From an optimization exercise on the open Yosys and OpenROAD flow, aimed at small area, a short achievable clock period and few clock cycles; shortcuts taken in it are not production practice.
No run shown here included a check of the RTL's function; only the layout flow was run.

==> flow/design.v (outline; a module is shown in full before it is edited, if it fits) <==
// module fwdkm_seq: 6134 lines
// module fwd_fa: 10 lines
// module fwd_ha: 9 lines
module fwdkm_seq #(
  parameter int unsigned NJ    = 3,
  parameter int unsigned ANG_W = 32,
  parameter int unsigned COS_W = 32,
  parameter int unsigned LEN_W = 16,
  parameter int unsigned ACC_W = 64
) (
  input  logic                 clk,
  input  logic                reset,
  input  logic                in_valid,
  output logic                in_ready,
  input  logic [ANG_W-1:0]    yaw_ang,
  input  logic [NJ*ANG_W-1:0] jnt_ang,
  input  logic [NJ*ANG_W-1:0] jnt_off,
  input  logic [NJ*LEN_W-1:0] link_len,
  input  logic [LEN_W-1:0]    base_h,
  output logic                cos_req_valid,
  input  logic                cos_req_ready,
  output logic [ANG_W-1:0]    cos_req_angle,
  input  logic                cos_rsp_valid,
  input  logic [COS_W-1:0]    cos_rsp_data,
  output logic                out_valid,
  input  logic                out_ready,
  output logic [ACC_W-1:0]    pos_x,
  output logic [ACC_W-1:0]    pos_y,
  output logic [ACC_W-1:0]    pos_z,
  output logic                busy
);
  // ...
==> flow/run.sh <==
#!/bin/bash
# synth_recipe.tcl (not shown) runs the flow's synth.tcl, then flattens the netlist and writes it again
# the make line also repeats each setting of config.mk as NAME=value (left out here)
make -C /OpenROAD-flow-scripts/flow DESIGN_CONFIG=/design/flow/config.mk WORK_HOME=/design/flow/orfs CLKGATE_MAP_FILE= SYNTH_SCRIPT=/design/flow/synth_recipe.tcl finish
==> flow/config.mk <==
export PLATFORM = sky130hd
export DESIGN_NAME = fwdkm_seq
export DESIGN_NICKNAME = fwdkm_seq
export VERILOG_FILES = /design/flow/design.v
export SDC_FILE = /design/flow/constraint.sdc
export NUM_CORES = 4
export LEC_CHECK = 0
export CAP_MARGIN = 20
export CORE_MARGIN = 2
export CORE_UTILIZATION = 40
export SLEW_MARGIN = 20
export SYNTH_HIERARCHICAL = 1
==> flow/constraint.sdc <==
create_clock -name core_clock -period 13.0 [get_ports {clk}]
set_input_delay 2.6000 -clock core_clock [delete_from_list [all_inputs] [get_ports {clk}]]
set_output_delay 2.6000 -clock core_clock [all_outputs]
set_load 0.01 [all_outputs]
==> results.py, run 1 <==
metrics = {
    "run": {
        "drv_cap": 0,
    },
    "sta": {
        "fin_tns_setup_ns": 0,
        "slew-limit-headroom_pct": 23.8,
        "tightest_slew_ns": 1.14,
        "finalSetupViolations": 0,
    },
    "grt": {
        "use_met1_pct": 32.3,
    },
    "clock_network": {
        "postCtsSetupRepairBufs": 0,
        "ctsRootBufferMaster": "clkbuf_16",
        "path_clk_slew_ns": 0.07,
    },
    "routing": {
        "vias": 41800,
        "drt_wl_total_um": 176000,
    },
    "critical_path": {
        "r2r_end": "x_q[49]",
        "arrival_ns": 8.09,
        "required_ns": 13.43,
    },
    "logic_synthesis": {
        "muxShareOfSynthArea_pct": 1.94,
        "ys_warn_count": 10,
        "synth-compound-area-share_pct": 14.3,
        "synthAdderAreaFrac_pct": 25.6,
        "synth-seq-cells": 651,
    },
    "placement": {
        "place_inst": 7369,
        "dp_hpwl_um": 134000,
    },
    "layout": {
        "multi_input_area_share_pct": 54.1,
        "sh_seq_area_pct": 28.4,
        "inv_count": 159,
        "clock_area_share_pct": 3.94,
        "final_nets": 6769,
        "signal_buffers": 626,
        "seq_cell_count": 651,
    },
    "run_status": {
        "status": "finished clean",
    },
    "floorplanning": {
        "dieArea_um2": 149000,
    },
}
==> run 2: changes to the inputs <==
==> flow/flow/run.sh (new file) <==
#!/bin/bash
set -euo pipefail
bash standard.sh SETUP_SLACK_MARGIN=7 finish > standard_flow.log 2>&1
==> flow/standard.sh (new file) <==
#!/bin/bash
# synth_recipe.tcl (not shown) runs the flow's synth.tcl, then flattens the netlist and writes it again
# the make line also repeats each setting of config.mk as NAME=value (left out here)
make -C /OpenROAD-flow-scripts/flow DESIGN_CONFIG=/design/flow/config.mk WORK_HOME=/design/flow/orfs CLKGATE_MAP_FILE= SYNTH_SCRIPT=/design/flow/synth_recipe.tcl "${@:-finish}"
removed: flow/run.sh
==> results.py, run 2 <==
metrics = {
    "placement": {
        "io_buffers": 553,
        "gp_congestion": 0.909,
        "dp_hpwl_um": 133000,
    },
    "layout": {
        "mostFrequentLayoutCell": "xnor2_1",
        "layout-drive-gt1-share_pct": 9.87,
        "synthToLayoutAreaGrowth_pct": 18.5,
        "final_nets": 6839,
        "fin_util_pct": 47.6,
        "final_cell_mix": "xnor2_1, edfxtp_1, clkdlybuf4s50_1",
        "largestRegisters": "px_q x56, pz_q x56",
    },
    "critical_path": {
        "r2r_slack_ns": 6.87,
        "critPathKind": "flip-flop to flip-flop",
        "timing.rr.start": "l0_q[1]",
        "arrival_ns": 6.59,
        "end_kind": "flip-flop",
        "reg2reg_depth": 25,
        "cp-startpoint": "l0_q[1]",
        "path_max_fanout": 8,
        "crit_path_start_kind": "flip-flop",
        "required_ns": 13.46,
        "r2r_end": "x_q[45]",
    },
    "clock_network": {
        "cts_tree": "done",
        "clockBufferDepth": 3,
        "cts-buffers-inserted": 78,
        "clk_latency_ns": 0.72,
        "path_clk_slew_ns": 0.06,
        "ctsRootBufferMaster": "clkbuf_16",
        "clock_sink_count": 651,
        "htreeDepth": 3,
        "cts_hold_buf": 0,
    },
    "floorplanning": {
        "coreArea_um2": 145000,
        "die_w_um": 386,
        "start_util_pct": 40.2,
        "dieHeight_um": 386,
        "placementRows": 140,
        "num_io_pins": 554,
        "dieArea_um2": 149000,
    },
    "logic_synthesis": {
        "synthDistinctLibCells": 77,
        "syn_nets": 6560,
        "avgSynthCellArea_um2": 11.0,
        "yosysMostFrequentCell": "xnor2_1",
        "synthTopCellsByCount": "xnor2_1, edfxtp_1, a22oi_1",
        "synth-edff-count": 600,
        "synth_largest_area_cell": "edfxtp_1",
        "synthTopCellsByArea": "edfxtp_1, fa_1, xnor2_1",
        "ys_warn_count": 10,
        "synth-seq-cells": 651,
        "synthCells": 5323,
        "async_flop_share_pct": 2.61,
        "synth_ff_type": "edfxtp_1",
        "synth.cell_area_um2": 58300,
        "ys_seq_area_share_pct": 32.8,
        "synth_top_area_share_pct": 30.9,
    },
    "routing": {
        "via_per_inst": 5.61,
        "vias": 42600,
        "drt_pass1_iterations": 7,
        "initialDrtViolationCount": 3564,
        "drc_errors": 0,
        "wl_per_cell_um": 23.9,
        "ant_nets": 0,
        "drt_wl_total_um": 181000,
    },
    "grt": {
        "antenna_found_initial": 18,
        "grt_start_max_net_pins": 76,
        "grt.total_usage_pct": 23.8,
        "grt_pass1_vias": 42500,
        "grt_overflow": 0,
        "grt_pass1_wl_um": 269000,
    },
    "min_path": {
        "hold_path_end": "ry_q[19]",
        "holdCritStartpoint": "y_q[19]",
        "hold_depth": 0,
        "hp-class": "flip-flop to flip-flop",
    },
    "sta": {
        "maxSlewViolCount": 0,
        "post-route-min-period_ns": 6.13,
        "fin_crit_sh_pct": 47.1,
        "rsz0062_at_grt": "yes",
        "slew-limit-headroom_pct": 31.4,
        "fmax_mhz": 163,
        "finalSetupViolations": 0,
        "tightest_slew_ns": 1.03,
        "fin_tns_setup_ns": 0,
        "fin_skew_ns": 0.0546,
        "finalHoldViolations": 0,
    },
    "run": {
        "drv_cap": 0,
    },
    "run_status": {
        "status": "finished clean",
    },
}
run 2: cell counts after synthesis:
No cell type changed its count.
run 2: routing by layer:
metal	wire (um)	global-route usage, %	share of wire [%]
met1	77900	32.6	43
met2	82100	37.2	45
met3	14400	5.08	7.9
met4	6820	8.62	3.8
met5	63	0	0.035
run 2: cells by family (layout without fill, tap and decap cells):
family,Yosys count,after routing,synth area share (%)
buf+inv,655,992,5.13
simple gates,1004,1006,8.36
other cells,0,10,0
flops,651,651,32.8
xor+xnor,789,789,11.8
compound gates,1212,1213,14.3
mux,101,101,1.94
fa+ha+maj,911,911,25.6
run 2: Yosys stat by module (local to each module, per instance):
module | area (um2) | cells | copies in the design
fwd_fa | 20.0 | 1 | 451
fwd_ha | 12.5 | 1 | 123
fwdkm_seq | 47800 | 4749 | 1
run 2: what timing repair did:
item                                    4_1_cts  5_1_grt
resized for setup                           171      108
setup buffers                                53        8
cloned                                       10        4
endpoints found under the setup margin       63       38
pin swaps                                    61       48
run 2: cell type report:
class / instances / area (um2)
Clock inverter: 40 / 412
Fill cell: 13200 / 76100
Multi-Input combinational cell: 4020 / 37200
Antenna cell: 10 / 25.0
Timing Repair inverter: 2 / 17.5
Sequential cell: 651 / 19100
Clock buffer: 101 / 2140
Tap cell: 1917 / 2400
Inverter: 159 / 692
Timing Repair Buffer: 690 / 7140
run 2: how the worst max path moves through the flow:
| stage | end | slack (ns) | cells after the start |
|---|---|---|---|
| CTS | x_q[47] | 6.94 | 19 |
| detailed placement | x_q[47] | 5.58 | 21 |
| global placement | x_q[47] | 5.37 | 20 |
| global route | x_q[45] | 6.64 | 25 |
| floorplan | py_q[0] | 5.86 | 6 |
| finish | x_q[45] | 6.87 | 25 |
run 2: worst max-delay path, cell delays in order (launching register included):
cell and delay, ns:
edfxtp_1 0.44, buf_12 0.17, nor2_4 0.09, nand2_2 0.08, o21ai_4 0.09, buf_6 0.16, buf_16 0.13, a22oi_2 0.06
xnor2_1 0.26, fa_2 0.48, fa_2 0.35, fa_1 0.54, fa_2 0.45, fa_2 0.65, ha_4 0.22, nand4_1 0.17
nor2_4 0.07, a21oi_1 0.16, o2111a_2 0.26, a31oi_4 0.12, o2111ai_2 0.25, buf_4 0.17, nand2_4 0.05, a21o_1 0.20
a211oi_2 0.20, nor3_1 0.06
run 2: through the flow:
step                      hold slack (ns)  setup WS [ns]  cells  instance area, um2
final                               0.409           6.87   7590               69200
after global routing                0.419           6.64   7585               69200
after CTS                           0.407           6.94   7568               68500
after detailed placement            0.426           5.58   7364               64600
after global placement              0.425           5.37   7364               64600
after floorplan                     0.417           5.86   5323               58400

what the ideal ports hide:
How much do the figures lean on ideal ports? The routed layouts below were timed once more, with nothing changed but the port constraints. Step 1, drivers: a clkbuf_16 drives clk and a buf_2 each remaining input, both assumed. Step 2 moves the port delays by t, midway between the first and last clock arrival at a register: inputs arrive t later, outputs are due t later. That takes back most of the time a late clock gives input paths. Three values: ideal ports, drivers, drivers and shift; two values: the first two.
run | shift t [ns] | slack for setup (ns) | clock arrival spread, ns
run 1 | 0.770 | 5.346 / 5.346 / 5.346 | 0.041 / 0.042
run 2 | 0.768 | 6.872 / 6.872 / 6.582 | 0.056 / 0.056
After both steps setup and hold are still met in every run listed. For run 2, which loses most, drivers alone change the setup slack by 0.000 ns; drivers and shift together by -0.290 ns.
